Background: an optimization exercise with open tools, aiming at a short achievable clock period and few clock cycles per item. Do not read the settings as production practice.
In this exercise RTL edits were held to simulation tests only and were not proved equivalent to the original.
Power is estimated from default activity; no workload was simulated.

**flow/config.mk**
```make
export PLATFORM = sky130hd
export DESIGN_NAME = alu_arbiter
export DESIGN_NICKNAME = alu_arbiter
export VERILOG_FILES = /design/flow/design.v
export SDC_FILE = /design/flow/constraint.sdc
export NUM_CORES = 4
export LEC_CHECK = 0
export ABC_AREA = 0
export ABC_CLOCK_PERIOD_IN_PS = 3500
export CAP_MARGIN = 20
export CORE_MARGIN = 2
export CORE_UTILIZATION = 40
export SETUP_SLACK_MARGIN = 5
export SLEW_MARGIN = 20
```
**flow/constraint.sdc**
```tcl
create_clock -name core_clock -period 9.0 [get_ports {clk_i}]
set_input_delay 1.8000 -clock core_clock [delete_from_list [all_inputs] [get_ports {clk_i}]]
set_output_delay 1.8000 -clock core_clock [all_outputs]
set_load 0.01 [all_outputs]
```
**flow/design.v**
```verilog
package alu_pkg;
    localparam logic [2:0] ALU_AND = 3'b000;
    localparam logic [2:0] ALU_OR  = 3'b001;
    localparam logic [2:0] ALU_ADD = 3'b010;
    localparam logic [2:0] ALU_SUB = 3'b110;
    localparam logic [2:0] ALU_MUL = 3'b111;
    function automatic logic is_zero32(input logic [31:0] value);
        is_zero32 = (value == 32'd0);
    endfunction
endpackage
module alu_arbiter_alu
(
    input  logic        clk_i,
    input  logic [31:0] req0_data1_i,
    input  logic [31:0] req0_data2_i,
    input  logic [2:0]  req0_ctrl_i,
    input  logic [31:0] req1_data1_i,
    input  logic [31:0] req1_data2_i,
    input  logic [2:0]  req1_ctrl_i,
    input  logic        sel1_q_i,     
    output logic [31:0] data_o,
    output logic        Zero_o
);
    function automatic logic [31:0] csa_s(input logic [31:0] x, input logic [31:0] y,
                                          input logic [31:0] z);
        csa_s = x ^ y ^ z;
    endfunction
    function automatic logic [31:0] csa_c(input logic [31:0] x, input logic [31:0] y,
                                          input logic [31:0] z);
        csa_c = ((x & y) | (x & z) | (y & z)) << 1;
    endfunction
    logic [31:0] a_in [2];
    logic [31:0] b_in [2];
    logic [2:0]  c_in [2];
    logic [31:0] sa_row [2][15];
    logic [31:0] sa_x [2];
    logic [31:0] sa_y [2];
    logic        sa_cin [2];
    logic        sa_mul [2];
    assign a_in[0] = req0_data1_i;
    assign b_in[0] = req0_data2_i;
    assign c_in[0] = req0_ctrl_i;
    assign a_in[1] = req1_data1_i;
    assign b_in[1] = req1_data2_i;
    assign c_in[1] = req1_ctrl_i;
    for (genvar r = 0; r < 2; r++) begin : g_sa
        logic [31:0] pp [32];
        logic [31:0] l1 [22];
        logic [31:0] l2 [15];
        logic [31:0] x_d, y_d;
        logic        cin_d, mul_d;
        always_comb begin
            for (int i = 0; i < 32; i++)
                pp[i] = (a_in[r] << i) & {32{b_in[r][i]}};
            for (int k = 0; k < 10; k++) begin
                l1[2*k]   = csa_s(pp[3*k], pp[3*k+1], pp[3*k+2]);
                l1[2*k+1] = csa_c(pp[3*k], pp[3*k+1], pp[3*k+2]);
            end
            l1[20] = pp[30];
            l1[21] = pp[31];
            for (int k = 0; k < 7; k++) begin
                l2[2*k]   = csa_s(l1[3*k], l1[3*k+1], l1[3*k+2]);
                l2[2*k+1] = csa_c(l1[3*k], l1[3*k+1], l1[3*k+2]);
            end
            l2[14] = l1[21];
            cin_d = 1'b0;
            mul_d = 1'b0;
            case (c_in[r])
                alu_pkg::ALU_AND: begin x_d = a_in[r] & b_in[r]; y_d = 32'd0; end
                alu_pkg::ALU_OR:  begin x_d = a_in[r] | b_in[r]; y_d = 32'd0; end
                alu_pkg::ALU_ADD: begin x_d = a_in[r];           y_d = b_in[r]; end
                alu_pkg::ALU_SUB: begin x_d = a_in[r];           y_d = ~b_in[r]; cin_d = 1'b1; end
                alu_pkg::ALU_MUL: begin x_d = 32'd0;             y_d = 32'd0; mul_d = 1'b1; end
                default:          begin x_d = 32'd0;             y_d = 32'd0; end
            endcase
        end
        always_ff @(posedge clk_i) begin
            for (int i = 0; i < 15; i++) sa_row[r][i] <= l2[i];
            sa_x[r]   <= x_d;
            sa_y[r]   <= y_d;
            sa_cin[r] <= cin_d;
            sa_mul[r] <= mul_d;
        end
    end
    logic [31:0] rs [15];
    logic [31:0] l3 [10];
    logic [31:0] l4 [7];
    logic [31:0] l5 [5];
    logic [31:0] l6 [4];
    logic [31:0] rowb_d [4];
    logic        cinb_d;
    always_comb begin
        for (int i = 0; i < 15; i++) rs[i] = sel1_q_i ? sa_row[1][i] : sa_row[0][i];
        for (int k = 0; k < 5; k++) begin
            l3[2*k]   = csa_s(rs[3*k], rs[3*k+1], rs[3*k+2]);
            l3[2*k+1] = csa_c(rs[3*k], rs[3*k+1], rs[3*k+2]);
        end
        for (int k = 0; k < 3; k++) begin
            l4[2*k]   = csa_s(l3[3*k], l3[3*k+1], l3[3*k+2]);
            l4[2*k+1] = csa_c(l3[3*k], l3[3*k+1], l3[3*k+2]);
        end
        l4[6] = l3[9];
        for (int k = 0; k < 2; k++) begin
            l5[2*k]   = csa_s(l4[3*k], l4[3*k+1], l4[3*k+2]);
            l5[2*k+1] = csa_c(l4[3*k], l4[3*k+1], l4[3*k+2]);
        end
        l5[4] = l4[6];
        l6[0] = csa_s(l5[0], l5[1], l5[2]);
        l6[1] = csa_c(l5[0], l5[1], l5[2]);
        l6[2] = l5[3];
        l6[3] = l5[4];
        cinb_d = sel1_q_i ? sa_cin[1] : sa_cin[0];
        if (sel1_q_i ? sa_mul[1] : sa_mul[0]) begin
            for (int i = 0; i < 4; i++) rowb_d[i] = l6[i];
        end else begin
            rowb_d[0] = sel1_q_i ? sa_x[1] : sa_x[0];
            rowb_d[1] = sel1_q_i ? sa_y[1] : sa_y[0];
            rowb_d[2] = 32'd0;
            rowb_d[3] = 32'd0;
        end
    end
    logic [31:0] sb_row [4];
    logic        sb_cin;
    always_ff @(posedge clk_i) begin
        for (int i = 0; i < 4; i++) sb_row[i] <= rowb_d[i];
        sb_cin <= cinb_d;
    end
    logic [31:0] l7 [3];
    logic [31:0] x_s, y_s;
    logic [32:0] sum_s;
    always_comb begin
        l7[0] = csa_s(sb_row[0], sb_row[1], sb_row[2]);
        l7[1] = csa_c(sb_row[0], sb_row[1], sb_row[2]);
        l7[2] = sb_row[3];
        x_s   = csa_s(l7[0], l7[1], l7[2]);
        y_s   = csa_c(l7[0], l7[1], l7[2]);
    end
    assign sum_s  = {x_s, sb_cin} + {y_s, sb_cin};
    assign data_o = sum_s[32:1];
    assign Zero_o = alu_pkg::is_zero32((x_s ^ y_s) ^ {x_s[30:0] | y_s[30:0], sb_cin});
endmodule
module alu_arbiter
#(
    parameter int MUL_LAT = 4
) (
    input  logic        clk_i,
    input  logic        rst_i,
    input  logic        req0_valid_i,
    output logic        req0_ready_o,
    input  logic [31:0] req0_data1_i,
    input  logic [31:0] req0_data2_i,
    input  logic [2:0]  req0_ctrl_i,
    input  logic        req1_valid_i,
    output logic        req1_ready_o,
    input  logic [31:0] req1_data1_i,
    input  logic [31:0] req1_data2_i,
    input  logic [2:0]  req1_ctrl_i,
    output logic        resp_valid_o,
    input  logic        resp_ready_i,
    output logic        resp_id_o,
    output logic [31:0] resp_data_o,
    output logic        resp_zero_o
);
    localparam int DEPTH = 8;    
    logic        last_grant_q;    
    logic        can_q;           
    logic [3:0]  out_cnt_q;       
    logic        gnt0_s, gnt1_s, acc_s, hand_s;
    assign req0_ready_o = can_q & (last_grant_q | ~req1_valid_i);
    assign req1_ready_o = can_q & (~last_grant_q | ~req0_valid_i);
    assign gnt0_s = req0_valid_i & req0_ready_o;
    assign gnt1_s = req1_valid_i & req1_ready_o;
    assign acc_s  = gnt0_s | gnt1_s;
    logic [3:0] out_cnt_d;
    always_comb begin
        out_cnt_d = out_cnt_q + {3'd0, acc_s} - {3'd0, hand_s};
    end
    always_ff @(posedge clk_i or posedge rst_i) begin
        if (rst_i) begin
            last_grant_q <= 1'b1;
            out_cnt_q    <= 4'd0;
            can_q        <= 1'b1;
        end else begin
            if (acc_s) last_grant_q <= gnt1_s;
            out_cnt_q <= out_cnt_d;
            can_q     <= (out_cnt_d < 4'(DEPTH));
        end
    end
    logic        sel1_s;
    logic        sa_id, sb_id;
    logic        sa_v, sb_v;
    assign sel1_s = req1_valid_i & (~last_grant_q | ~req0_valid_i);
    always_ff @(posedge clk_i) begin
        sa_id <= sel1_s;
        sb_id <= sa_id;
    end
    always_ff @(posedge clk_i or posedge rst_i) begin
        if (rst_i) begin
            sa_v <= 1'b0;
            sb_v <= 1'b0;
        end else begin
            sa_v <= acc_s;
            sb_v <= sa_v;
        end
    end
    logic [31:0] alu_data_s;
    logic        alu_zero_s;
    alu_arbiter_alu u_alu (
        .clk_i        (clk_i),
        .req0_data1_i (req0_data1_i),
        .req0_data2_i (req0_data2_i),
        .req0_ctrl_i  (req0_ctrl_i),
        .req1_data1_i (req1_data1_i),
        .req1_data2_i (req1_data2_i),
        .req1_ctrl_i  (req1_ctrl_i),
        .sel1_q_i     (sa_id),
        .data_o       (alu_data_s),
        .Zero_o       (alu_zero_s)
    );
    logic        resp_valid_q;
    logic        resp_id_q;
    logic [31:0] resp_data_q;
    logic        resp_zero_q;
    logic [33:0] fifo_q [DEPTH];
    logic [2:0]  rd_ptr_q, wr_ptr_q;
    logic [3:0]  fifo_cnt_q;
    logic        out_free_s, fifo_empty_s, bypass_s, push_s, pop_s;
    logic [33:0] in_word_s, head_word_s;
    assign hand_s       = resp_valid_q & resp_ready_i;
    assign out_free_s   = ~resp_valid_q | resp_ready_i;
    assign fifo_empty_s = (fifo_cnt_q == 4'd0);
    assign bypass_s     = out_free_s & fifo_empty_s;
    assign push_s       = sb_v & ~bypass_s;
    assign pop_s        = out_free_s & ~fifo_empty_s;
    assign in_word_s    = {sb_id, alu_zero_s, alu_data_s};
    assign head_word_s  = fifo_q[rd_ptr_q];
    always_ff @(posedge clk_i) begin
        if (push_s) fifo_q[wr_ptr_q] <= in_word_s;
        if (pop_s) begin
            resp_id_q   <= head_word_s[33];
            resp_zero_q <= head_word_s[32];
            resp_data_q <= head_word_s[31:0];
        end else if (bypass_s) begin
            resp_id_q   <= in_word_s[33];
            resp_zero_q <= in_word_s[32];
            resp_data_q <= in_word_s[31:0];
        end
    end
    always_ff @(posedge clk_i or posedge rst_i) begin
        if (rst_i) begin
            resp_valid_q <= 1'b0;
            rd_ptr_q     <= 3'd0;
            wr_ptr_q     <= 3'd0;
            fifo_cnt_q   <= 4'd0;
        end else begin
            if (out_free_s) resp_valid_q <= ~fifo_empty_s | sb_v;
            if (push_s) wr_ptr_q <= wr_ptr_q + 3'd1;
            if (pop_s)  rd_ptr_q <= rd_ptr_q + 3'd1;
            fifo_cnt_q <= fifo_cnt_q + {3'd0, push_s} - {3'd0, pop_s};
        end
    end
    assign resp_valid_o = resp_valid_q;
    assign resp_id_o    = resp_id_q;
    assign resp_data_o  = resp_data_q;
    assign resp_zero_o  = resp_zero_q;
endmodule
```
**flow/flow/run.sh**
```bash
#!/bin/bash
set -euo pipefail
sed -e 's/SETUP_SLACK_MARGIN=[0-9.]*/SETUP_SLACK_MARGIN=5.4/' standard.sh > my_standard.sh
bash my_standard.sh > standard.log 2>&1
```
**flow/standard.sh**
```bash
#!/bin/bash
# synth_recipe.tcl (not shown) runs the flow's synth.tcl, then flattens the netlist and writes it again
# the make line also repeats each setting of config.mk as NAME=value (left out here)
make -C /OpenROAD-flow-scripts/flow DESIGN_CONFIG=/design/flow/config.mk WORK_HOME=/design/flow/orfs CLKGATE_MAP_FILE= SYNTH_SCRIPT=/design/flow/synth_recipe.tcl "${@:-finish}"
```
==> impl_metrics.env, run 1 <==
export IMPL_core_area_um2=145000
export IMPL_final_setup_skew_ns=0.0403
export IMPL_fp_dieH_um=386
export IMPL_postRouteAntennaNets=0
export IMPL_netlist_area_leader_share_pct=23.6
export IMPL_seq_power_share_pct=30.5
export IMPL_setup_tns_ns=0
export IMPL_grt_overflow=0
export IMPL_drv_slew=0
export IMPL_cts_buffers=113
export IMPL_cts_sink_count=1013
export IMPL_synth_edf_count=306
export IMPL_arrival_ns=2.14
export IMPL_antenna_found_initial=29
export IMPL_path_buf_inv=2
export IMPL_dr_pass1_iters=6
export IMPL_cp_start_kind="input port"
export IMPL_drt_wl_total_um=184000
export IMPL_grt_max_degree=93
export IMPL_grt_usage_pct=24.8
export IMPL_grt_util_met3_pct=4.89
export IMPL_cp_num_cells=3
export IMPL_synth_simple_area_share_pct=11.8
export IMPL_nets=6015
export IMPL_hold_buffers=0
export IMPL_met2_usage_pct=39.5
export IMPL_grt_pass1_wl_um=267000
export IMPL_synth_compound_gate_area_share_pct=3.05
export IMPL_clock_fmax_mhz=254
export IMPL_rr_worst_depth=13
export IMPL_synth_top_family_by_area="adder cells"
export IMPL_critical_path_top_delay_family="buffers and inverters"
export IMPL_dp_hpwl_um=118000
export IMPL_ir_worst_vdd_uv=220
export IMPL_grt_use_met1_pct=33.9
export IMPL_ios=176
export IMPL_layout_common_cells="and2_1 (704), dfxtp_1 (687), fa_1 (644), nand2_1 (441), inv_1 (371)"
export IMPL_hold_class="reg2reg"
export IMPL_mostFrequentLayoutCell="and2_1"
export IMPL_clock_path_buffers=3
export IMPL_ys_seq_area_share_pct=40.1
export IMPL_power_frac_clock_pct=22.2
export IMPL_synth_cells=4902
export IMPL_cts_tree="done"
export IMPL_yosysUniqueCellTypes=62
export IMPL_place_gp_congestion=0.860
export IMPL_power_density_nw_per_um2=310
export IMPL_htreeDepth=3
export IMPL_drive_gt1_share_pct=14.2
export IMPL_die_w_um=386
export IMPL_cts_root_buffer="clkbuf_16"
export IMPL_synthTopCellsByArea="dfxtp_1 (24%), fa_1 (23%), edfxtp_1 (16%)"
export IMPL_drtIter0Drc=3045
export IMPL_placed_area_um2=62000
export IMPL_busiest_layer="met2"
export IMPL_min_period_over_period_pct=43.7
export IMPL_power_leakage_nw=28.4
export IMPL_initial_core_util_pct=40.2
export IMPL_dieArea_um2=149000
export IMPL_synth_fa_ha_area_share_pct=28.3
export IMPL_critPathRequiredTime_ns=7.20
export IMPL_num_vias=37300
export IMPL_drc=0
export IMPL_cp_cell_sequence="buf_8 > a21boi_4 > buf_2"
export IMPL_holdPathStages=0
export IMPL_ys_flop_type="dfxtp_1"
export IMPL_cap_violations=0
export IMPL_synth_xor_area_share_pct=3.52
export IMPL_finalSetupViolCount=0
export IMPL_clk_latency_ns=0.76
export IMPL_switching_share_pct=38.1
export IMPL_vias_per_cell=5.31
export IMPL_syn_area_um2=58400
export IMPL_crit_type="in2out"
export IMPL_grt_pass1_vias=39300
export IMPL_wire_per_inst_um=26.2
export IMPL_port_buffers=175
export IMPL_hold_viol=0
export IMPL_synthMuxAreaShare_pct=8.41
export IMPL_max_stage_delay_ns=0.13
export IMPL_relSlewSlack_pct=19.5
export IMPL_ys_seq_elements=1013
export IMPL_rows=140
export IMPL_holdWs_ns=0.351
export IMPL_fin_crit_ns=3.94
export IMPL_yosysWarnings=24
export IMPL_synthArstFlopShare_pct=1.88
export IMPL_synth_nets=5911
export IMPL_outcome="timing/DRC/antenna clean"
export IMPL_p_int_mw=13.0
export IMPL_clkSlewWorstSetupHoldPaths_ns=0.06
export IMPL_rsz0062_at_grt="true"
export IMPL_critPathCaptureType="output port"
export IMPL_area_delta_synth_final_pct=16.4
export IMPL_place_inst=6731
export IMPL_p_sw_mw=8.03
export IMPL_tightest_slew_ns=1.21
export IMPL_stdcell_area_um2=68000
export IMPL_yosys_area_top_type="dfxtp_1"
export IMPL_crit_path_max_fanout=4
export IMPL_slowest_stage="buf_2"
export IMPL_avgSynthCellArea_um2=11.9
export IMPL_utilization_pct=46.8
export IMPL_p_comb_share_pct=47.3
export IMPL_finalNonFillerCells=7025
[cell type report]
type                    instances  area [um2]
clock inverters                48         518
inverters                     395        1490
fillers                     13200       77400
repair buffers                321        3520
flip-flops and latches       1013       23500
diodes                         13        32.5
clock buffers                 156        3210
well taps                    1917        2400
multi-input cells            3162       33400
[timing repair]
| item | in CTS | in global routing |
|---|---|---|
| resized for setup | 125 | 191 |
| gates cloned | 14 | 8 |
| pin swaps | 25 | 65 |
| setup endpoints to repair | 230 | 187 |
| setup buffers | 23 | 30 |
[registers in the layout, summed over array words and instances (netlist names), 2 cells and up]
register,cells
rd_ptr_q,3
out_cnt_q,4
u_alu.sa_mul,2
resp_data_q,32
wr_ptr_q,3
u_alu.sa_x,64
u_alu.sa_y,64
u_alu.sa_cin,2
fifo_cnt_q,4
u_alu.sb_row,75
fifo_q,272
u_alu.sa_row,478
[worst paths after layout]
| path | from | to | slack, ns |
|---|---|---|---|
| setup / recovery | req0_valid_i | req1_ready_o | 5.06 |
| hold / removal | sa_v$_DFF_PP0_ | sb_v$_DFF_PP0_ | 0.35 |
| setup reg to reg | sa_id$_DFF_P_ | u_alu.sb_row[0][16]$_DFF_P_ | 5.24 |
| hold reg to reg | sa_v$_DFF_PP0_ | sb_v$_DFF_PP0_ | 0.35 |
| max in group asynchronous | rst_i | rd_ptr_q[0]$_DFFE_PP0P_ | 6.94 |
| min in group asynchronous | rst_i | fifo_cnt_q[3]$_DFF_PP0_ | 1.49 |
[cells in the mapped netlist, drive strengths merged, types with 4 or more instances]
library cell,n
a211oi,10
a21boi,4
a21o,8
a21oi,68
a22o,65
a31oi,6
and2,704
and3,5
buf,67
clkbuf,266
dfrtp,17
dfxtp,688
edfxtp,306
fa,670
ha,200
inv,395
maj3,64
mux2,113
mux2i,211
mux4,68
nand2,451
nand2b,5
nand3,6
nand4,8
nor2,118
nor2b,8
nor3,11
nor4,9
o21a,13
o21ai,66
o21bai,4
or2,4
xnor2,204
xor2,31
[power groups by stage]
| stage | Sequential [mW] | Clock (mW) | Combinational, mW |
|---|---|---|---|
| 2_1_floorplan | 6.33 | 0 | 5.69 |
| 3_3_place_gp | 6.48 | 0 | 8.72 |
| 3_5_place_dp | 6.50 | 0 | 8.84 |
| 4_1_cts | 6.41 | 4.74 | 9.26 |
| 5_1_grt | 6.52 | 4.94 | 10.8 |
| 6_report | 6.43 | 4.68 | 9.96 |
[cells by family (layout without fill, tap and decap cells)]
group,Yosys count,count (layout)
DFF,1013,1013
adders and majority gates,934,934
and+or+nand+nor,1333,1334
muxes,392,392
other,0,13
AOI/OAI and AO/OA,267,267
buffers and inverters,728,920
xor gates and xnor gates,235,235
[per-stage QoR]
stage	setup WS, ns	power [mW]
after CTS	5.05	20.4
after floorplan	5.11	12.0
after detailed placement	4.20	15.3
after global placement	4.23	15.2
after global routing	5.05	22.3
final	5.06	21.1
[routing by layer]
metal | vias up | routed length [um]
met5 | - | 93
met4 | 16 | 5970
met2 | 1603 | 85200
li1 | 15900 | -
met3 | 360 | 14900
met1 | 19400 | 78200
Testbench counts, summed over its fixed seeds: cycles 2,584, items 2,560.
==> run 2: changes to the inputs <==
--- a/flow/config.mk
+++ b/flow/config.mk
@@ -11,3 +11,3 @@
 export CORE_MARGIN = 2
-export CORE_UTILIZATION = 40
+export CORE_UTILIZATION = 25
 export SETUP_SLACK_MARGIN = 5
==> impl_metrics.env, run 2 <==
export IMPL_min_period_over_period_pct=44.0
export IMPL_synth_common_cells="and2_1 (704), dfxtp_1 (688), fa_1 (670)"
export IMPL_tightest_slew_ns=1.11
export IMPL_power_density_nw_per_um2=296
export IMPL_synthTopCellsByArea="dfxtp_1 (24%), fa_1 (23%), edfxtp_1 (16%)"
export IMPL_layout_common_cells="and2_1 (704), dfxtp_1 (687), fa_1 (642), nand2_1 (442), inv_1 (378)"
export IMPL_drtIter0Drc=2783
export IMPL_crit_path_max_fanout=2
export IMPL_ys_seq_area_share_pct=40.1
export IMPL_seq_power_share_pct=31.0
export IMPL_die_w_um=488
export IMPL_synth_cells=4902
export IMPL_p_sw_mw=7.78
export IMPL_synth_nets=5911
export IMPL_slowest_stage="a21boi_4"
export IMPL_yosysUniqueCellTypes=62
export IMPL_switching_share_pct=37.8
export IMPL_yosysMostFrequentCell="and2_1"
export IMPL_synth_edf_count=306
export IMPL_stdcell_area_um2=69500
export IMPL_max_stage_delay_ns=0.13
export IMPL_postRouteAntennaNets=0
export IMPL_grt_overflow=0
export IMPL_cts_buffers=109
export IMPL_drc=0
export IMPL_reg_top3="u_alu.sa_row (478), fifo_q (272), u_alu.sb_row (75)"
export IMPL_power_leakage_nw=28.5
export IMPL_dieArea_um2=238000
export IMPL_yosys_area_top_type="dfxtp_1"
export IMPL_clock_path_buffers=3
export IMPL_placed_area_um2=63500
export IMPL_cp_start_kind="input port"
export IMPL_critPathCaptureType="output port"
export IMPL_p_int_mw=12.8
export IMPL_clkSlewWorstSetupHoldPaths_ns=0.06
export IMPL_nets=6039
export IMPL_wire_per_inst_um=22.4
export IMPL_p_total_mw=20.6
export IMPL_grt_max_degree=72
export IMPL_yosysWarnings=24
export IMPL_place_gp_congestion=0.867
export IMPL_hold_viol=0
export IMPL_arrival_ns=2.16
export IMPL_dp_hpwl_um=119000
export IMPL_clk_latency_ns=0.77
export IMPL_rsz0062_at_grt="true"
export IMPL_cp_cell_sequence="buf_8 > a21boi_4 > buf_6"
export IMPL_cap_violations=0
export IMPL_critPathRequiredTime_ns=7.20
export IMPL_antenna_found_initial=32
export IMPL_outcome="timing/DRC/antenna clean"
export IMPL_vias_per_cell=4.55
export IMPL_cts_tree="done"
export IMPL_grt_pass1_wl_um=266000
export IMPL_synthArstFlopShare_pct=1.88
export IMPL_crit_type="in2out"
export IMPL_hold_buffers=0
export IMPL_ir_worst_vdd_uv=177
export IMPL_relSlewSlack_pct=26.1
export IMPL_cts_sink_count=1013
export IMPL_dr_pass1_iters=5
export IMPL_setup_tns_ns=0
export IMPL_core_area_um2=233000
export IMPL_rows=177
export IMPL_area_delta_synth_final_pct=18.8
export IMPL_ios=176
export IMPL_power_frac_clock_pct=22.5
export IMPL_top_register="u_alu.sa_row"
export IMPL_num_vias=37200
export IMPL_ys_flop_type="dfxtp_1"
export IMPL_largest_reg_flops=478
export IMPL_drv_slew=0
export IMPL_grt_pass1_vias=39800
export IMPL_avgSynthCellArea_um2=11.9
export IMPL_clock_fmax_mhz=253
export IMPL_final_setup_skew_ns=0.0973
export IMPL_netlist_area_leader_share_pct=23.6
export IMPL_drt_wl_total_um=183000
export IMPL_initial_core_util_pct=25.1
export IMPL_htreeDepth=3
export IMPL_ys_seq_elements=1013
export IMPL_finalSetupViolCount=0
export IMPL_port_buffers=175
export IMPL_mostFrequentLayoutCell="and2_1"
export IMPL_grt_usage_pct=15.1
export IMPL_fp_dieH_um=488
export IMPL_cts_root_buffer="clkbuf_16"
export IMPL_p_comb_share_pct=46.5
export IMPL_drive_gt1_share_pct=14.6
export IMPL_syn_area_um2=58400
export IMPL_hold_class="reg2reg"
export IMPL_fin_crit_ns=3.96
-- run 2: cell types whose count changed in the layout (fill, tap and decap cells not counted), sizes merged --
| cell | change |
|---|---|
| clkbuf | +4 |
| diode | +1 |
| dlymetal6s2s | +2 |
| clkinvlp | -4 |
| clkinv | -1 |
| buf | +21 |
| dlygate4sd2 | -4 |
| clkdlybuf4s50 | +10 |
-- run 2: worst max-delay path: cells and delay by family --
kind,cells,cell delay [ns]
AOI/OAI and AO/OA,1,0.13
buffers and inverters,2,0.22
-- run 2: what timing repair did --
item                                    in CTS  in global routing
endpoints found under the hold margin        0                  0
gates resized for setup                    123                189
pin swaps                                   27                 66
endpoints found under the setup margin     136                204
setup buffers                               30                 49
gates cloned                                11                  7
-- run 2: metal layers --
metal	GRT usage, %	up-vias	wire length (um)
met5	0	-	106
met2	25.7	1413	89100
met4	5.58	18	6730
li1	-	16000	-
met1	18.9	19400	74500
met3	2.98	444	12600
-- run 2: cells by family (layout without fill, tap and decap cells) --
family | Yosys count | in the layout | synth area share (%)
XOR/XNOR | 235 | 235 | 3.52
buffers and inverters | 728 | 948 | 4.78
other | 0 | 14 | 0
AND/OR/NAND/NOR | 1333 | 1334 | 11.8
flip-flops | 1013 | 1013 | 40.1
multiplexers | 392 | 392 | 8.41
adder cells (fa/ha/maj) | 934 | 934 | 28.3
AO/OA/AOI/OAI | 267 | 267 | 3.05
-- run 2: through the flow --
step	util (%)	hold slack, ns	setup WS (ns)	instances
floorplan	-	0.331	5.11	4902
global placement	27.3	0.342	4.21	7862
detailed placement	27.3	0.340	4.17	7865
CTS	29.3	0.354	5.03	8110
global route	29.9	0.361	5.03	8175
finish	29.9	0.351	5.04	8180
-- run 2: power groups by stage --
stage | Combinational [mW] | Sequential (mW) | Clock (mW)
5_1_grt | 10.5 | 6.46 | 4.89
3_3_place_gp | 8.49 | 6.44 | 0
4_1_cts | 9.06 | 6.37 | 4.70
2_1_floorplan | 5.69 | 6.33 | 0
6_report | 9.57 | 6.39 | 4.64
3_5_place_dp | 8.64 | 6.46 | 0
-- run 2: worst paths after layout --
check	from	to	depth (start not counted)	slack, ns
min in group asynchronous	rst_i	out_cnt_q[0]$_DFF_PP0_	2	1.49
max reg2reg	sa_id$_DFF_P_	u_alu.sb_row[0][23]$_DFF_P_	14	5.19
max in group asynchronous	rst_i	rd_ptr_q[0]$_DFFE_PP0P_	2	6.95
max	req0_valid_i	req1_ready_o	3	5.04
min	sa_v$_DFF_PP0_	sb_v$_DFF_PP0_	0	0.35
min reg2reg	sa_v$_DFF_PP0_	sb_v$_DFF_PP0_	0	0.35
-- run 2: cell type report --
cell class              count  area [um2]
diodes                     14        35.0
clock buffers             161        3240
clock inverters            43         477
fillers                 23400      163000
inverters                 395        1490
multi-input cells        3162       33300
flip-flops and latches   1013       23500
well taps                3043        3810
repair buffers            349        3670
==> run 3: changes to the inputs <==
==> flow/run.sh (new file) <==
#!/bin/bash
# synth_recipe.tcl (not shown) runs the flow's synth.tcl, then flattens the netlist and writes it again
# the make line also repeats each setting of config.mk as NAME=value (left out here)
make -C /OpenROAD-flow-scripts/flow DESIGN_CONFIG=/design/flow/config.mk WORK_HOME=/design/flow/orfs CLKGATE_MAP_FILE= SYNTH_SCRIPT=/design/flow/synth_recipe.tcl finish
--- a/flow/config.mk
+++ b/flow/config.mk
@@ -11,3 +11,3 @@
 export CORE_MARGIN = 2
-export CORE_UTILIZATION = 25
+export CORE_UTILIZATION = 40
 export SETUP_SLACK_MARGIN = 5
removed: flow/flow/run.sh
removed: flow/standard.sh
==> impl_metrics.env, run 3 <==
export IMPL_ir_worst_vdd_uv=195
export IMPL_fp_dieH_um=386
export IMPL_yosysMostFrequentCell="and2_1"
export IMPL_ys_seq_area_share_pct=40.1
export IMPL_die_w_um=386
export IMPL_clkSlewWorstSetupHoldPaths_ns=0.06
export IMPL_dp_hpwl_um=117000
export IMPL_core_area_um2=145000
export IMPL_holdPathStages=0
export IMPL_regToRegSetupSlack_ns=5.11
export IMPL_syn_area_um2=58400
export IMPL_r2r_end="u_alu.sb_row[0][18]$_DFF_P_"
export IMPL_arrival_ns=2.18
export IMPL_cts_root_buffer="clkbuf_16"
export IMPL_avgSynthCellArea_um2=11.9
export IMPL_p_comb_share_pct=43.0
export IMPL_synth_nets=5911
export IMPL_cp_cell_sequence="clkbuf_2 > a21boi_1 > buf_2"
export IMPL_fill_cells=13300
export IMPL_nets=5964
export IMPL_grt_max_degree=82
export IMPL_power_leakage_nw=27.9
export IMPL_hold_class="reg2reg"
export IMPL_clock_fmax_mhz=251
export IMPL_outcome="timing/DRC/antenna clean"
export IMPL_cap_violations=0
export IMPL_ios=176
export IMPL_synth_edf_count=306
export IMPL_crit_path_max_fanout=4
export IMPL_mostFrequentLayoutCell="and2_1"
export IMPL_min_period_over_period_pct=44.2
export IMPL_holdCritStartpoint="sa_v$_DFF_PP0_"
export IMPL_slowest_stage="buf_2"
export IMPL_place_gp_congestion=0.861
export IMPL_p_int_mw=12.5
export IMPL_fin_crit_ns=3.98
export IMPL_grt_usage_pct=24.0
export IMPL_port_buffers=175
export IMPL_synth_common_cells="and2_1 (704), dfxtp_1 (688), fa_1 (670)"
export IMPL_drive_gt1_share_pct=10.7
export IMPL_initial_core_util_pct=40.2
export IMPL_hold_buffers=0
export IMPL_yosysUniqueCellTypes=62
export IMPL_drtIter0Drc=2612
export IMPL_drt_wl_total_um=177000
export IMPL_htreeDepth=3
export IMPL_vias_per_cell=5.24
export IMPL_ys_seq_elements=1013
export IMPL_ys_flop_type="dfxtp_1"
export IMPL_dr_pass1_iters=5
export IMPL_postRouteAntennaNets=0
export IMPL_reg_top3="u_alu.sa_row (478), fifo_q (272), u_alu.sb_row (75)"
export IMPL_layout_common_cells="and2_1 (704), dfxtp_1 (687), fa_1 (670), nand2_1 (448), inv_1 (395)"
export IMPL_switching_share_pct=37.0
export IMPL_top_register="u_alu.sa_row"
export IMPL_rsz0062_at_grt="true"
export IMPL_cts_sink_count=1013
export IMPL_largest_reg_flops=478
export IMPL_r2r_start="sa_id$_DFF_P_"
export IMPL_critPathCaptureType="output port"
export IMPL_yosysWarnings=24
export IMPL_rows=140
export IMPL_netlist_area_leader_share_pct=23.6
export IMPL_hold_viol=0
export IMPL_critPathRequiredTime_ns=7.20
export IMPL_power_density_nw_per_um2=301
export IMPL_holdWs_ns=0.352
export IMPL_wire_per_inst_um=25.4
export IMPL_synth_cells=4902
export IMPL_holdPathEnd="sb_v$_DFF_PP0_"
export IMPL_seq_power_share_pct=32.0
export IMPL_dieArea_um2=149000
export IMPL_grt_pass1_vias=38700
export IMPL_clock_path_buffers=3
export IMPL_p_sw_mw=7.39
export IMPL_area_delta_synth_final_pct=13.4
export IMPL_synthTopCellsByArea="dfxtp_1 (24%), fa_1 (23%), edfxtp_1 (16%)"
export IMPL_num_vias=36600
export IMPL_cts_buffers=114
export IMPL_grt_pass1_wl_um=260000
export IMPL_antenna_found_initial=23
export IMPL_final_setup_skew_ns=0.0330
export IMPL_cp_start_kind="input port"
export IMPL_power_frac_clock_pct=25.0
export IMPL_rr_worst_depth=11
export IMPL_grt_overflow=0
export IMPL_cts_tree="done"
export IMPL_finalSetupViolCount=0
export IMPL_max_stage_delay_ns=0.14
export IMPL_tightest_slew_ns=1.22
export IMPL_synthArstFlopShare_pct=1.88
export IMPL_drv_slew=0
export IMPL_yosys_area_top_type="dfxtp_1"
export IMPL_clk_latency_ns=0.76
export IMPL_relSlewSlack_pct=18.7
export IMPL_crit_type="in2out"
export IMPL_setup_tns_ns=0
export IMPL_drc=0
[run 3: cell type report]
type	count	area (um2)	share of cell area, %
Tap cell	1917	2400	3.62
Timing Repair Buffer	270	2500	3.77
Sequential cell	1013	23500	35.4
Multi-Input combinational cell	3161	32400	48.9
Inverter	395	1480	2.24
Antenna cell	9	22.5	0.0340
Clock inverter	64	810	1.22
Clock buffer	151	3220	4.85
[run 3: logic make-up after synthesis]
kind of cell | synth area share [%]
compound gates | 3.05
mux | 8.41
fa+ha+maj | 28.3
simple gates | 11.8
buf+inv | 4.78
xor+xnor | 3.52
flops | 40.1
[run 3: worst max path at each step]
stage                                 from                        end  slack [ns]  cells past startpoint
2_1_floorplan                 resp_ready_i     fifo_q[0][0]$_DFFE_PP_        5.02                      5
3_3_place_gp                  req1_valid_i               req0_ready_o        4.21                      3
3_5_place_dp                  req1_valid_i               req0_ready_o        4.21                      3
4_1_cts                       req1_valid_i               req0_ready_o        4.87                      3
5_1_grt        u_alu.sb_row[1][11]$_DFF_P_  resp_data_q[21]$_DFFE_PP_        4.96                     10
6_report                      req1_valid_i               req0_ready_o        5.02                      3
[run 3: power groups by stage]
stage | clock (mW) | sequential (mW) | combinational [mW]
floorplan | 0 | 6.33 | 5.63
global placement | 0 | 6.48 | 8.29
detailed placement | 0 | 6.50 | 8.44
CTS | 5.06 | 6.38 | 8.53
global route | 5.23 | 6.46 | 9.57
finish | 4.99 | 6.38 | 8.57
[run 3: layer usage]
metal | up-vias | share of wire [%] | wire (um) | track usage [%]
met3 | 308 | 7.2 | 12700 | 4.62
met4 | 12 | 2.9 | 5160 | 6.34
li1 | 15800 | - | - | -
met1 | 19100 | 44 | 77200 | 33.0
met2 | 1350 | 46 | 82200 | 38.7
met5 | - | 0.041 | 73 | 0
[run 3: critical path: cells and delay by family]
family	cells	cell delay [ns]
AOI/OAI and AO/OA	1	0.13
buffers and inverters	2	0.25
[run 3: repair_timing]
action	in CTS	in global routing
pin swaps	2	4
setup endpoints to repair	51	25
cloned	0	5
resized for setup	23	16
buffers inserted	7	6
[run 3: through the flow]
step	cell area, um2	worst slack (ns)	utilization [%]	total power [mW]	instances
after global placement	61900	4.21	42.6	14.8	6738
after CTS	66000	4.87	45.4	20.0	6960
after detailed placement	61900	4.21	42.6	14.9	6738
after floorplan	58600	5.02	-	12.0	4902
final	66300	5.02	45.6	19.9	6980
after global routing	66300	4.96	45.6	21.3	6971
==> run 4: changes to the inputs <==
==> flow/flow/run.sh (new file) <==
#!/bin/bash
set -euo pipefail
sed -e 's/SETUP_SLACK_MARGIN=[0-9.]*/SETUP_SLACK_MARGIN=5.25/' standard.sh > my_standard.sh
bash my_standard.sh > standard.log 2>&1
==> flow/standard.sh (new file) <==
#!/bin/bash
# synth_recipe.tcl (not shown) runs the flow's synth.tcl, then flattens the netlist and writes it again
# the make line also repeats each setting of config.mk as NAME=value (left out here)
make -C /OpenROAD-flow-scripts/flow DESIGN_CONFIG=/design/flow/config.mk WORK_HOME=/design/flow/orfs CLKGATE_MAP_FILE= SYNTH_SCRIPT=/design/flow/synth_recipe.tcl "${@:-finish}"
removed: flow/run.sh
==> impl_metrics.env, run 4 <==
export IMPL_clock_path_buffers=3
export IMPL_clk_latency_ns=0.76
export IMPL_htreeDepth=3
export IMPL_top_register="u_alu.sa_row"
export IMPL_fin_crit_ns=3.94
export IMPL_yosysUniqueCellTypes=62
export IMPL_port_buffers=175
export IMPL_outcome="timing/DRC/antenna clean"
export IMPL_ys_flop_type="dfxtp_1"
export IMPL_place_inst=6742
export IMPL_p_total_mw=20.6
export IMPL_utilization_pct=46.6
export IMPL_seqCellArea_um2=23500
export IMPL_ys_seq_elements=1013
export IMPL_p_comb_share_pct=45.5
export IMPL_clock_fmax_mhz=254
export IMPL_p_sw_mw=7.71
export IMPL_drv_slew=0
export IMPL_worst_slack_ns=5.06
export IMPL_synthArstFlopShare_pct=1.88
export IMPL_multi_input_area_um2=33000
export IMPL_synth_common_cells="and2_1 (704), dfxtp_1 (688), fa_1 (670)"
export IMPL_core_area_um2=145000
export IMPL_nets=6031
export IMPL_rsz0062_at_grt="true"
export IMPL_synthTopCellsByArea="dfxtp_1 (24%), fa_1 (23%), edfxtp_1 (16%)"
export IMPL_clkSlewWorstSetupHoldPaths_ns=0.06
export IMPL_power_density_nw_per_um2=303
export IMPL_cts_buffers=111
export IMPL_finalNonFillerCells=7041
export IMPL_crit_type="in2out"
export IMPL_yosysMostFrequentCell="and2_1"
export IMPL_die_w_um=386
export IMPL_fill_cells=13200
export IMPL_seq_power_share_pct=31.2
export IMPL_grt_pass1_wl_um=264000
export IMPL_dieArea_um2=149000
export IMPL_p_int_mw=12.9
export IMPL_ir_worst_vdd_uv=257
export IMPL_wire_per_inst_um=26.1
export IMPL_dp_hpwl_um=119000
export IMPL_drt_wl_total_um=184000
export IMPL_drive_gt1_share_pct=13.6
export IMPL_avgSynthCellArea_um2=11.9
export IMPL_initial_core_util_pct=40.2
export IMPL_ys_seq_area_share_pct=40.1
export IMPL_relSlewSlack_pct=19.7
export IMPL_mostFrequentLayoutCell="and2_1"
export IMPL_place_ws_ns=4.15
export IMPL_final_setup_skew_ns=0.0285
export IMPL_netlist_area_leader_share_pct=23.6
export IMPL_switching_share_pct=37.5
export IMPL_drc=0
export IMPL_power_frac_clock_pct=23.2
export IMPL_cts_sink_count=1013
export IMPL_syn_area_um2=58400
export IMPL_grt_overflow=0
export IMPL_hold_viol=0
export IMPL_largest_reg_flops=478
export IMPL_cts_root_buffer="clkbuf_16"
export IMPL_cap_violations=0
export IMPL_synth_edf_count=306
export IMPL_synth_cells=4902
export IMPL_yosysWarnings=24
export IMPL_drtIter0Drc=3116
export IMPL_antenna_found_initial=15
export IMPL_grt_max_degree=86
export IMPL_dr_pass1_iters=6
export IMPL_cp_start_kind="input port"
export IMPL_num_vias=37200
export IMPL_tightest_slew_ns=1.20
export IMPL_ios=176
export IMPL_hold_class="reg2reg"
export IMPL_cts_tree="done"
export IMPL_finalSetupViolCount=0
export IMPL_place_gp_congestion=0.887
export IMPL_power_leakage_nw=28.4
export IMPL_rows=140
export IMPL_grt_pass1_vias=38400
export IMPL_postRouteAntennaNets=0
export IMPL_min_period_over_period_pct=43.8
export IMPL_critPathRequiredTime_ns=7.20
export IMPL_reg_top3="u_alu.sa_row (478), fifo_q (272), u_alu.sb_row (75)"
export IMPL_arrival_ns=2.14
export IMPL_area_delta_synth_final_pct=15.9
export IMPL_synth_nets=5911
export IMPL_crit_path_max_fanout=2
export IMPL_critPathCaptureType="output port"
export IMPL_yosys_area_top_type="dfxtp_1"
export IMPL_setup_tns_ns=0
export IMPL_grt_usage_pct=24.4
export IMPL_layout_common_cells="and2_1 (704), dfxtp_1 (687), fa_1 (647), nand2_1 (443), inv_1 (383)"
export IMPL_vias_per_cell=5.29
export IMPL_fp_dieH_um=386
run 4: through the flow:
stage | instance area (um2) | hold WS (ns)
detailed placement | 62000 | 0.343
finish | 67800 | 0.351
floorplan | 58600 | 0.331
CTS | 66400 | 0.353
global placement | 62000 | 0.344
global route | 67700 | 0.358
run 4: path summary, 6_finish.rpt:
kind                                start  cells after the start  slack (ns)                     endpoint
min in group asynchronous           rst_i                      2        1.51       out_cnt_q[2]$_DFF_PP0_
min reg2reg                sa_v$_DFF_PP0_                      0        0.35               sb_v$_DFF_PP0_
max in group asynchronous           rst_i                      2        6.93      rd_ptr_q[0]$_DFFE_PP0P_
max reg2reg                 sa_id$_DFF_P_                     14        5.17  u_alu.sb_row[0][19]$_DFF_P_
min                        sa_v$_DFF_PP0_                      0        0.35               sb_v$_DFF_PP0_
max                          req1_valid_i                      3        5.06                 req0_ready_o
run 4: cells by family after synthesis:
group                    synth area share, %
XOR/XNOR                                3.52
flip-flops                              40.1
buffers and inverters                   4.78
AND/OR/NAND/NOR                         11.8
adder cells (fa/ha/maj)                 28.3
AO/OA/AOI/OAI                           3.05
multiplexers                            8.41
run 4: area by class of cell:
cell class                      instances  area share (%)
Antenna cell                            8          0.0295
Clock buffer                          147            4.49
Clock inverter                         60            1.13
Inverter                              395            2.19
Multi-Input combinational cell       3161            48.7
Sequential cell                      1013            34.6
Tap cell                             1917            3.54
Timing Repair Buffer                  340            5.30
run 4: timing repair:
action | CTS | global route
hold buffers | 0 | 0
pin swaps | 8 | 48
endpoints found under the setup margin | 119 | 131
cloned | 8 | 14
resized for setup | 77 | 164
hold endpoints to repair | 0 | 0
setup buffers | 16 | 45
run 4: power groups by stage:
stage          Combinational (mW)  Sequential, mW  Clock (mW)
5_1_grt                      10.3            6.50        5.02
2_1_floorplan                5.65            6.33           0
3_3_place_gp                 8.48            6.48           0
3_5_place_dp                 8.60            6.49           0
4_1_cts                      8.84            6.39        4.85
6_report                     9.36            6.42        4.78
run 4: metal layers:
metal	GRT usage, %	part of all wire, %	wire length [um]	up-vias
li1	-	-	-	15900
met1	34.1	43	79700	19500
met2	39.3	46	84700	1451
met3	4.40	7.5	13800	346
met4	6.13	2.9	5290	6
met5	0	0.024	44	-
run 4: worst max-delay path, stage by stage:
cell and delay [ns]:
buf_8 0.10, a21boi_4 0.10, buf_2 0.14

static timing again, ports no longer ideal:
Ports are ideal in the flow. The routed layouts listed here were re-timed in OpenROAD. Step 1: set_driving_cell puts a clkbuf_16 on clk_i and a buf_2 on each other input, an assumption about the parent block. Step 2 also shifts input and output timing later by t, the mid clock arrival at the registers, as if the neighbouring blocks saw the same clock. a / b / c = no drivers / after step 1 / after step 2; a / b = the first two.
run	t, ns	setup WS [ns]	latest minus earliest clock arrival (ns)	worst slew at a driven data input, ns	cell pins on the clock port's net
run 1	0.827	5.065 / 5.027 / 4.627	0.042 / 0.042	0.26	1
run 2	0.805	5.041 / 4.997 / 4.611	0.101 / 0.100	0.20	1
run 3	0.818	5.022 / 4.998 / 4.442	0.037 / 0.037	0.19	1
run 4	0.820	5.061 / 5.018 / 4.481	0.034 / 0.034	0.18	1
After both steps every run listed still meets setup and hold.
